Context: an optimization exercise on an open-source flow, tuned for small area and few clock cycles per item. The choices shown serve that exercise and are no tape-out recipe.
Function was checked by simulation only, so behaviour that the tests miss may differ from the original.
Power is estimated from default activity; no workload was simulated.

`design/flow/run.sh`:
```
#!/bin/bash
# synth_recipe.tcl (not shown) runs the flow's synth.tcl, then flattens the netlist and writes it again
# the make line also repeats each setting of config.mk as NAME=value (left out here)
make -C /OpenROAD-flow-scripts/flow DESIGN_CONFIG=/design/flow/config.mk WORK_HOME=/design/flow/orfs CLKGATE_MAP_FILE= SYNTH_SCRIPT=/design/flow/synth_recipe.tcl finish
```
`design/flow/config.mk`:
```
export PLATFORM = sky130hd
export DESIGN_NAME = rv_int_core
export DESIGN_NICKNAME = rv_int_core
export VERILOG_FILES = /design/flow/design.v
export SDC_FILE = /design/flow/constraint.sdc
export NUM_CORES = 4
export LEC_CHECK = 0
export CAP_MARGIN = 20
export CORE_MARGIN = 2
export CORE_UTILIZATION = 40
export SLEW_MARGIN = 20
```
`design/flow/constraint.sdc`:
```
create_clock -name core_clock -period 5.5 [get_ports {clk}]
set_input_delay 1.1000 -clock core_clock [delete_from_list [all_inputs] [get_ports {clk}]]
set_output_delay 1.1000 -clock core_clock [all_outputs]
set_load 0.01 [all_outputs]
```
`design/flow/design.v`:
```
package rv_int_pkg;
    localparam int REG_ADDR_W = 5;
    localparam int NUM_REGS   = 32;
    localparam int INSTR_W    = 32;
    typedef logic [REG_ADDR_W-1:0] reg_addr_t;
    typedef enum logic [6:0] {
        OPC_REG = 7'b0110011,
        OPC_IMM = 7'b0010011
    } opcode_e;
    typedef enum logic [2:0] {
        ALU_ADD = 3'b000,
        ALU_SUB = 3'b001,
        ALU_AND = 3'b010,
        ALU_OR  = 3'b011,
        ALU_SLT = 3'b101
    } alu_op_e;
    localparam logic [2:0] FUNCT3_ADD = 3'b000;  
    localparam logic [2:0] FUNCT3_SLT = 3'b010;
    localparam logic [2:0] FUNCT3_OR  = 3'b110;
    localparam logic [2:0] FUNCT3_AND = 3'b111;
    localparam int OPC_LSB    = 0;
    localparam int OPC_MSB    = 6;
    localparam int RD_LSB     = 7;
    localparam int RD_MSB     = 11;
    localparam int FUNCT3_LSB = 12;
    localparam int FUNCT3_MSB = 14;
    localparam int RS1_LSB    = 15;
    localparam int RS1_MSB    = 19;
    localparam int RS2_LSB    = 20;
    localparam int RS2_MSB    = 24;
    localparam int FUNCT7_B5  = 30;  
    localparam int IMM_I_LSB  = 20;
    localparam int IMM_I_MSB  = 31;  
endpackage
module register_file #(
    parameter int XLEN = 32
) (
    input  logic                   clk,
    input  logic                   rst,
    input  rv_int_pkg::reg_addr_t  rd_addr1,
    input  rv_int_pkg::reg_addr_t  rd_addr2,
    input  logic                   wr_en,
    input  rv_int_pkg::reg_addr_t  wr_addr,
    input  logic [XLEN-1:0]        wr_data,
    output logic [XLEN-1:0]        rd_data1,
    output logic [XLEN-1:0]        rd_data2
);
    logic [XLEN-1:0] regs [rv_int_pkg::NUM_REGS];
    logic            wr_live;
    logic            hit1;
    logic            hit2;
    assign wr_live = wr_en && (wr_addr != '0);
    always_ff @(posedge clk or posedge rst) begin
        if (rst) begin
            for (int i = 0; i < rv_int_pkg::NUM_REGS; i++) begin
                regs[i] <= '0;
            end
        end else if (wr_live) begin
            regs[wr_addr] <= wr_data;
        end
    end
    assign hit1 = wr_live && (wr_addr == rd_addr1);
    assign hit2 = wr_live && (wr_addr == rd_addr2);
    assign rd_data1 = hit1 ? wr_data : regs[rd_addr1];
    assign rd_data2 = hit2 ? wr_data : regs[rd_addr2];
endmodule
module decode_stage #(
    parameter int XLEN = 32
) (
    input  logic                              clk,
    input  logic                              rst,
    input  logic                              in_valid,
    input  logic [rv_int_pkg::INSTR_W-1:0]    in_instr,
    input  logic                              advance,
    input  logic                              wr_en,
    input  rv_int_pkg::reg_addr_t             wr_addr,
    input  logic [XLEN-1:0]                   wr_data,
    output logic                              issue_valid,
    output rv_int_pkg::alu_op_e               issue_alu_op,
    output logic                              issue_use_imm,
    output rv_int_pkg::reg_addr_t             issue_rs1,
    output rv_int_pkg::reg_addr_t             issue_rs2,
    output rv_int_pkg::reg_addr_t             issue_rd,
    output logic [XLEN-1:0]                   issue_rs1_data,
    output logic [XLEN-1:0]                   issue_rs2_data,
    output logic [XLEN-1:0]                   issue_imm,
    output logic                              issue_write_en,
    output logic                              issue_illegal
);
    localparam int IMM_W = rv_int_pkg::IMM_I_MSB - rv_int_pkg::IMM_I_LSB + 1;
    logic [6:0]             opcode;
    logic [2:0]             funct3;
    rv_int_pkg::reg_addr_t  rs1;
    rv_int_pkg::reg_addr_t  rs2;
    rv_int_pkg::reg_addr_t  rd;
    logic [XLEN-1:0]        imm_ext;
    logic [XLEN-1:0]        rs1_data;
    logic [XLEN-1:0]        rs2_data;
    rv_int_pkg::alu_op_e    alu_op;
    logic                   legal;
    logic                   use_imm;
    assign opcode = in_instr[rv_int_pkg::OPC_MSB:rv_int_pkg::OPC_LSB];
    assign funct3 = in_instr[rv_int_pkg::FUNCT3_MSB:rv_int_pkg::FUNCT3_LSB];
    assign rs1    = in_instr[rv_int_pkg::RS1_MSB:rv_int_pkg::RS1_LSB];
    assign rs2    = in_instr[rv_int_pkg::RS2_MSB:rv_int_pkg::RS2_LSB];
    assign rd     = in_instr[rv_int_pkg::RD_MSB:rv_int_pkg::RD_LSB];
    assign imm_ext = {{(XLEN-IMM_W){in_instr[rv_int_pkg::IMM_I_MSB]}},
                      in_instr[rv_int_pkg::IMM_I_MSB:rv_int_pkg::IMM_I_LSB]};
    always_comb begin
        alu_op  = rv_int_pkg::ALU_ADD;
        legal   = 1'b1;
        use_imm = 1'b0;
        case (opcode)
            rv_int_pkg::OPC_REG: begin
                case (funct3)
                    rv_int_pkg::FUNCT3_ADD: alu_op = in_instr[rv_int_pkg::FUNCT7_B5] ?
                                                     rv_int_pkg::ALU_SUB : rv_int_pkg::ALU_ADD;
                    rv_int_pkg::FUNCT3_SLT: alu_op = rv_int_pkg::ALU_SLT;
                    rv_int_pkg::FUNCT3_OR:  alu_op = rv_int_pkg::ALU_OR;
                    rv_int_pkg::FUNCT3_AND: alu_op = rv_int_pkg::ALU_AND;
                    default:                legal  = 1'b0;
                endcase
            end
            rv_int_pkg::OPC_IMM: begin
                use_imm = 1'b1;
                case (funct3)
                    rv_int_pkg::FUNCT3_ADD: alu_op = rv_int_pkg::ALU_ADD;  
                    rv_int_pkg::FUNCT3_SLT: alu_op = rv_int_pkg::ALU_SLT;
                    rv_int_pkg::FUNCT3_OR:  alu_op = rv_int_pkg::ALU_OR;
                    rv_int_pkg::FUNCT3_AND: alu_op = rv_int_pkg::ALU_AND;
                    default:                legal  = 1'b0;
                endcase
            end
            default: legal = 1'b0;
        endcase
    end
    register_file #(
        .XLEN(XLEN)
    ) u_register_file (
        .clk      (clk),
        .rst      (rst),
        .rd_addr1 (rs1),
        .rd_addr2 (rs2),
        .wr_en    (wr_en),
        .wr_addr  (wr_addr),
        .wr_data  (wr_data),
        .rd_data1 (rs1_data),
        .rd_data2 (rs2_data)
    );
    always_ff @(posedge clk or posedge rst) begin
        if (rst) begin
            issue_valid    <= 1'b0;
            issue_write_en <= 1'b0;
            issue_illegal  <= 1'b0;
        end else if (advance) begin
            issue_valid    <= in_valid;
            issue_write_en <= in_valid && legal;
            issue_illegal  <= in_valid && !legal;
        end
    end
    always_ff @(posedge clk) begin
        if (advance) begin
            issue_alu_op   <= alu_op;
            issue_use_imm  <= use_imm;
            issue_rs1      <= rs1;
            issue_rs2      <= rs2;
            issue_rd       <= rd;
            issue_rs1_data <= rs1_data;
            issue_rs2_data <= rs2_data;
            issue_imm      <= imm_ext;
        end
    end
endmodule
module execute_stage #(
    parameter int XLEN = 32
) (
    input  logic                   clk,
    input  logic                   rst,
    input  logic                   advance,
    input  logic                   issue_valid,
    input  rv_int_pkg::alu_op_e    issue_alu_op,
    input  logic                   issue_use_imm,
    input  rv_int_pkg::reg_addr_t  issue_rs1,
    input  rv_int_pkg::reg_addr_t  issue_rs2,
    input  rv_int_pkg::reg_addr_t  issue_rd,
    input  logic [XLEN-1:0]        issue_rs1_data,
    input  logic [XLEN-1:0]        issue_rs2_data,
    input  logic [XLEN-1:0]        issue_imm,
    input  logic                   issue_write_en,
    input  logic                   issue_illegal,
    output logic                   retire_valid,
    output rv_int_pkg::reg_addr_t  retire_rd,
    output logic [XLEN-1:0]        retire_data,
    output logic                   retire_write_en,
    output logic                   retire_illegal
);
    logic             fwd1;
    logic             fwd2;
    logic [XLEN-1:0]  op_a;
    logic [XLEN-1:0]  op_b_reg;
    logic [XLEN-1:0]  op_b;
    logic [XLEN-1:0]  result;
    logic             less;
    assign fwd1 = retire_write_en && (retire_rd != '0) && (retire_rd == issue_rs1);
    assign fwd2 = retire_write_en && (retire_rd != '0) && (retire_rd == issue_rs2);
    assign op_a     = fwd1 ? retire_data : issue_rs1_data;
    assign op_b_reg = fwd2 ? retire_data : issue_rs2_data;
    assign op_b     = issue_use_imm ? issue_imm : op_b_reg;
    assign less = $signed(op_a) < $signed(op_b);
    always_comb begin
        case (issue_alu_op)
            rv_int_pkg::ALU_ADD: result = op_a + op_b;
            rv_int_pkg::ALU_SUB: result = op_a - op_b;
            rv_int_pkg::ALU_AND: result = op_a & op_b;
            rv_int_pkg::ALU_OR:  result = op_a | op_b;
            rv_int_pkg::ALU_SLT: result = {{(XLEN-1){1'b0}}, less};
            default:             result = '0;
        endcase
    end
    always_ff @(posedge clk or posedge rst) begin
        if (rst) begin
            retire_valid    <= 1'b0;
            retire_write_en <= 1'b0;
            retire_illegal  <= 1'b0;
        end else if (advance) begin
            retire_valid    <= issue_valid;
            retire_write_en <= issue_write_en;
            retire_illegal  <= issue_illegal;
        end
    end
    always_ff @(posedge clk) begin
        if (advance) begin
            retire_rd   <= issue_rd;
            retire_data <= result;
        end
    end
endmodule
module result_stage #(
    parameter int XLEN = 32
) (
    input  logic                   out_ready,
    input  logic                   retire_valid,
    input  rv_int_pkg::reg_addr_t  retire_rd,
    input  logic [XLEN-1:0]        retire_data,
    input  logic                   retire_write_en,
    input  logic                   retire_illegal,
    output logic                   advance,
    output logic                   out_valid,
    output rv_int_pkg::reg_addr_t  out_rd,
    output logic [XLEN-1:0]        out_data,
    output logic                   out_illegal,
    output logic                   wr_en,
    output rv_int_pkg::reg_addr_t  wr_addr,
    output logic [XLEN-1:0]        wr_data
);
    logic take;  
    assign take = retire_valid && out_ready;
    assign advance = !retire_valid || out_ready;
    assign out_valid   = retire_valid;
    assign out_rd      = retire_rd;
    assign out_data    = retire_data;
    assign out_illegal = retire_illegal;
    assign wr_en   = take && retire_write_en;
    assign wr_addr = retire_rd;
    assign wr_data = retire_data;
endmodule
module rv_int_core #(
    parameter int XLEN = 32
) (
    input  logic                            clk,
    input  logic                            rst,
    input  logic                            in_valid,
    output logic                            in_ready,
    input  logic [rv_int_pkg::INSTR_W-1:0]  in_instr,
    output logic                            out_valid,
    input  logic                            out_ready,
    output rv_int_pkg::reg_addr_t           out_rd,
    output logic [XLEN-1:0]                 out_data,
    output logic                            out_illegal
);
    logic                   advance;
    logic                   wr_en;
    rv_int_pkg::reg_addr_t  wr_addr;
    logic [XLEN-1:0]        wr_data;
    logic                   issue_valid;
    rv_int_pkg::alu_op_e    issue_alu_op;
    logic                   issue_use_imm;
    rv_int_pkg::reg_addr_t  issue_rs1;
    rv_int_pkg::reg_addr_t  issue_rs2;
    rv_int_pkg::reg_addr_t  issue_rd;
    logic [XLEN-1:0]        issue_rs1_data;
    logic [XLEN-1:0]        issue_rs2_data;
    logic [XLEN-1:0]        issue_imm;
    logic                   issue_write_en;
    logic                   issue_illegal;
    logic                   retire_valid;
    rv_int_pkg::reg_addr_t  retire_rd;
    logic [XLEN-1:0]        retire_data;
    logic                   retire_write_en;
    logic                   retire_illegal;
    assign in_ready = advance;
    decode_stage #(
        .XLEN(XLEN)
    ) u_decode (
        .clk            (clk),
        .rst            (rst),
        .in_valid       (in_valid),
        .in_instr       (in_instr),
        .advance        (advance),
        .wr_en          (wr_en),
        .wr_addr        (wr_addr),
        .wr_data        (wr_data),
        .issue_valid    (issue_valid),
        .issue_alu_op   (issue_alu_op),
        .issue_use_imm  (issue_use_imm),
        .issue_rs1      (issue_rs1),
        .issue_rs2      (issue_rs2),
        .issue_rd       (issue_rd),
        .issue_rs1_data (issue_rs1_data),
        .issue_rs2_data (issue_rs2_data),
        .issue_imm      (issue_imm),
        .issue_write_en (issue_write_en),
        .issue_illegal  (issue_illegal)
    );
    execute_stage #(
        .XLEN(XLEN)
    ) u_execute (
        .clk             (clk),
        .rst             (rst),
        .advance         (advance),
        .issue_valid     (issue_valid),
        .issue_alu_op    (issue_alu_op),
        .issue_use_imm   (issue_use_imm),
        .issue_rs1       (issue_rs1),
        .issue_rs2       (issue_rs2),
        .issue_rd        (issue_rd),
        .issue_rs1_data  (issue_rs1_data),
        .issue_rs2_data  (issue_rs2_data),
        .issue_imm       (issue_imm),
        .issue_write_en  (issue_write_en),
        .issue_illegal   (issue_illegal),
        .retire_valid    (retire_valid),
        .retire_rd       (retire_rd),
        .retire_data     (retire_data),
        .retire_write_en (retire_write_en),
        .retire_illegal  (retire_illegal)
    );
    result_stage #(
        .XLEN(XLEN)
    ) u_result (
        .out_ready       (out_ready),
        .retire_valid    (retire_valid),
        .retire_rd       (retire_rd),
        .retire_data     (retire_data),
        .retire_write_en (retire_write_en),
        .retire_illegal  (retire_illegal),
        .advance         (advance),
        .out_valid       (out_valid),
        .out_rd          (out_rd),
        .out_data        (out_data),
        .out_illegal     (out_illegal),
        .wr_en           (wr_en),
        .wr_addr         (wr_addr),
        .wr_data         (wr_data)
    );
endmodule
```
==> run notes <==
==> worst max path at each step <==
stage	depth (start not counted)	start	endpoint
final	16	u_execute.retire_rd[4]$_DFFE_PP_	u_execute.retire_data[23]$_DFFE_PP_
after global routing	17	u_execute.retire_rd[3]$_DFFE_PP_	u_execute.retire_data[23]$_DFFE_PP_
after CTS	17	u_execute.retire_rd[2]$_DFFE_PP_	u_execute.retire_data[28]$_DFFE_PP_
after detailed placement	17	u_execute.retire_rd[2]$_DFFE_PP_	u_execute.retire_data[28]$_DFFE_PP_
after global placement	17	u_execute.retire_rd[4]$_DFFE_PP_	u_execute.retire_data[28]$_DFFE_PP_
after floorplan	1	rst	u_decode.issue_illegal$_DFFE_PP0P_
==> worst max-delay path, cell delays in order (launching register included) <==
cell and delay [ps]:
edfxtp_1 400, xnor2_1 230, nand3_1 160, nor4_4 590, buf_4 290, mux2i_1 210
o21ai_0 160, ha_1 480, o21ai_0 180, o21ai_0 230, a221o_2 310, a2111oi_2 120
o41ai_1 680, or4b_1 510, a32oi_1 230, xnor2_1 150, o22ai_1 100
==> cells by family (layout without fill, tap and decap cells) <==
family                   count (synthesis)  after routing
other                                    0              9
AO/OA/AOI/OAI                         1455           1455
AND/OR/NAND/NOR                        637            637
flip-flops                            1157           1157
buffers and inverters                  609            744
multiplexers                          1068           1068
adder cells (fa/ha/maj)                112            112
XOR/XNOR                                46             46
==> power by group through the flow <==
stage	Clock [W]	Sequential, W	Combinational, W
2_1_floorplan	0	0.00920	0.00155
3_3_place_gp	0	0.00911	0.00294
3_5_place_dp	0	0.00911	0.00294
4_1_cts	0.00897	0.00895	0.00295
5_1_grt	0.00933	0.00896	0.00321
6_report	0.00895	0.00895	0.00306
==> routing by layer <==
layer	vias to the layer above	GRT usage [%]	part of all wire [%]
met5	-	0	0.0094
met1	26200	46.3	37
li1	19800	-	-
met3	1538	17.2	16
met4	4	22.5	7.8
met2	5009	50.5	40
==> Yosys cell counts (14+ instances only) <==
cell	number	area (µm²)
a21o_1	15	113
xor2_1	14	123
o32ai_1	65	569
a22oi_1	318	2390
mux2_2	1021	11500
nand2b_1	16	100
nor3_1	17	85.1
xnor2_1	32	280
nand3_1	82	410
a221oi_1	324	2840
a22o_1	322	2820
o21bai_1	19	143
mux2i_1	45	450
o22ai_1	15	93.8
dfrtp_1	1030	25800
inv_1	99	372
clkbuf_1	383	1440
buf_1	22	82.6
a21oi_1	157	786
a211oi_1	16	120
nand2_1	149	559
nor2b_1	15	93.8
nand4_1	136	851
ha_1	110	1380
buf_2	100	500
edfxtp_1	127	3810
nor2_1	163	612
o21ai_0	132	661
==> through the flow <==
| stage | utilization [%] | hold slack, ps | setup WS [ps] | std cells |
|---|---|---|---|---|
| floorplan | - | 400 | -9800 | 5084 |
| global placement | 43.6 | 387 | 103 | 6999 |
| detailed placement | 43.7 | 393 | 84.2 | 7001 |
| CTS | 46.6 | 405 | 44.8 | 7233 |
| global route | 46.6 | 415 | 13.9 | 7236 |
| finish | 46.6 | 405 | 218 | 7244 |
==> registers in the layout, indices dropped and copies added (netlist names) <==
name                           count
u_execute.retire_data             32
u_execute.retire_illegal           1
u_decode.u_register_file.regs   1024
u_decode.issue_illegal             1
u_decode.issue_rs2_data           32
u_decode.issue_alu_op              3
u_decode.issue_imm                12
u_execute.retire_write_en          1
u_execute.retire_valid             1
u_decode.issue_valid               1
u_decode.issue_rs1_data           32
u_execute.retire_rd                5
u_decode.issue_rs1                 5
u_decode.issue_use_imm             1
u_decode.issue_rd                  5
u_decode.issue_write_en            1
==> final cells by class <==
cell class,instances,area (µm²)
antenna,9,22.5
fill,13600,79900
timing repair buffer,412,4080
sequential,1157,29600
inverter,100,384
clock inverter,43,448
multi-input combinational,3318,28800
tap,2016,2520
clock buffer,189,3860
==> impl_metrics.py <==
metrics = {
    "grt": {
        "grt_overflow_total": 0,
        "grt_pass1_vias": 50100,
        "grt_pass1_wl_um": 397000,
        "grt_max_degree": 131,
        "track_usage_pct": 36.7,
        "antenna_found_initial": 9,
    },
    "place": {
        "gp_congestion": 1.00,
        "place_area_mm2": 0.0653,
        "port_buffers": 75,
        "dp_hpwl_um": 172000,
    },
    "synth": {
        "ys_warn_count": 4,
        "yosys-mux-area-fraction_pct": 19.9,
        "async_flop_share_pct": 89.0,
        "synth_compound_area_share_pct": 18.6,
        "synthSimpleGateAreaFrac_pct": 5.22,
        "syn_nets": 5232,
        "postSynthAreaPerCell_um2": 11.8,
        "yosys_most_used_dff": "dfrtp_1",
        "ys_ff_latch": 1157,
        "yosysSeqAreaShare_pct": 49.2,
        "synth-xor-area-share_pct": 0.670,
        "synth_adder_area_share_pct": 2.36,
        "yosysUniqueCellTypes": 81,
        "postSynthCellCount": 5084,
        "netlist_area_mm2": 0.0601,
        "synth_top_family_by_area": "multiplexers",
        "synth_edf_count": 127,
    },
    "sta": {
        "slew_headroom_pct": 8.59,
        "fin_crit_sh_pct": 96.0,
        "rsz0062_at_grt": "no",
        "fin_crit_ps": 5280,
        "tightest_slew_ps": 1370,
        "setup_tns_ps": 0,
        "setup_viol": 0,
        "max_freq_mhz": 189,
        "drv_slew": 0,
        "hold_viol_final": 0,
        "skew_ps": 28.5,
    },
    "clock_tree": {
        "clockBufferDepth": 3,
        "cts_resized": 0,
        "cts_buffers": 130,
        "post_cts_buffers": 0,
        "cts.sinks": 1157,
        "clock-root-buffer": "clkbuf_16",
        "cts.htree.levels": 4,
        "clk-insertion-delay-late_ps": 800,
        "cts_tree": "done",
        "path_clk_slew_ps": 60,
        "hold_buffers": 0,
    },
    "power": {
        "power.density_mw_per_mm2": 301,
        "switching_share_pct": 29.3,
        "vdd_drop_max_mv": 0.267,
        "combPwrFrac_pct": 14.6,
        "intPower_w": 0.0148,
        "power.total_w": 0.0210,
        "pwr-share-seq_pct": 42.7,
        "p_switching_w": 0.00614,
        "leakage_nw": 31.3,
        "p_clk_share_pct": 42.7,
    },
    "finish": {
        "postLayoutCellArea_mm2": 0.0697,
        "final_common_cell": "dfrtp_1",
        "area_growth_pct": 16.0,
        "final_cell_mix": "dfrtp_1 (1030), mux2_2 (1021), a221oi_1 (324), a22o_1 (322), a22oi_1 (318)",
        "drive_above_1_share_pct": 32.2,
        "fin_nets": 5267,
    },
    "floorplanning": {
        "num_io_pins": 76,
        "die_w_um": 392,
        "core_mm2": 0.150,
        "die_h_um": 392,
        "start_util_pct": 40.2,
        "dieArea_mm2": 0.153,
        "num_rows": 142,
    },
    "routing": {
        "first_pass_iters": 11,
        "drcViolationCount": 0,
        "wirelength_um": 286000,
        "vias_per_cell": 7.25,
        "vias": 52500,
        "wl_per_cell_um": 39.5,
        "dr.first_iter.drc_count": 9673,
        "antenna_left": 0,
    },
    "flow_run": {
        "cap_violations": 0,
    },
    "worst_setup_path": {
        "cp.required_ps": 6010,
        "reg2reg_slack_ps": 220,
        "critPathMaxFanout": 8,
        "endpoint_kind": "flip-flop",
        "r2r-end": "u_execute.retire_data[23]$_DFFE_PP_",
        "worst-setup-path-type": "reg2reg",
        "worst-r2r-cell-count": 16,
        "cp.arrival_ps": 5790,
        "r2r-start": "u_execute.retire_rd[4]$_DFFE_PP_",
        "critical_path.startpoint_type": "flip-flop",
    },
    "run_status": {
        "status": "no timing/DRC/antenna violations",
    },
    "worst_hold_path": {
        "hold_path_class": "reg2reg",
        "hold_depth": 0,
        "min_from": "u_decode.u_register_file.regs[0][14]$_DFFE_PP0P_",
        "hold_end": "u_decode.u_register_file.regs[0][14]$_DFFE_PP0P_",
    },
}
Testbench counts, summed over its fixed seeds: cycles 12,016, items 12,000.

==> what the ideal ports hide <==
No port has a modelled driver above. Below, the same layout with a new extraction and two added sets of constraints.
Step 1 sets driving cells, clkbuf_16 on the clock port and buf_2 on the other inputs (assumed; they add their load-dependent delay and slew).
Step 2 also shifts input and output timing later by t, the mid clock arrival at the registers, as if the neighbouring blocks saw the same clock.
a / b / c = no drivers / after step 1 / after step 2; a / b = the first two.
shift t [ns]: 0.873
setup WS [ns]: 0.218 / 0.218 / 0.171
worst register clock-pin slew, ns: 0.07 / 0.07
After both steps this run still meets setup and hold. For this run, drivers alone change the setup slack by 0.000 ns; drivers and shift together by -0.047 ns.
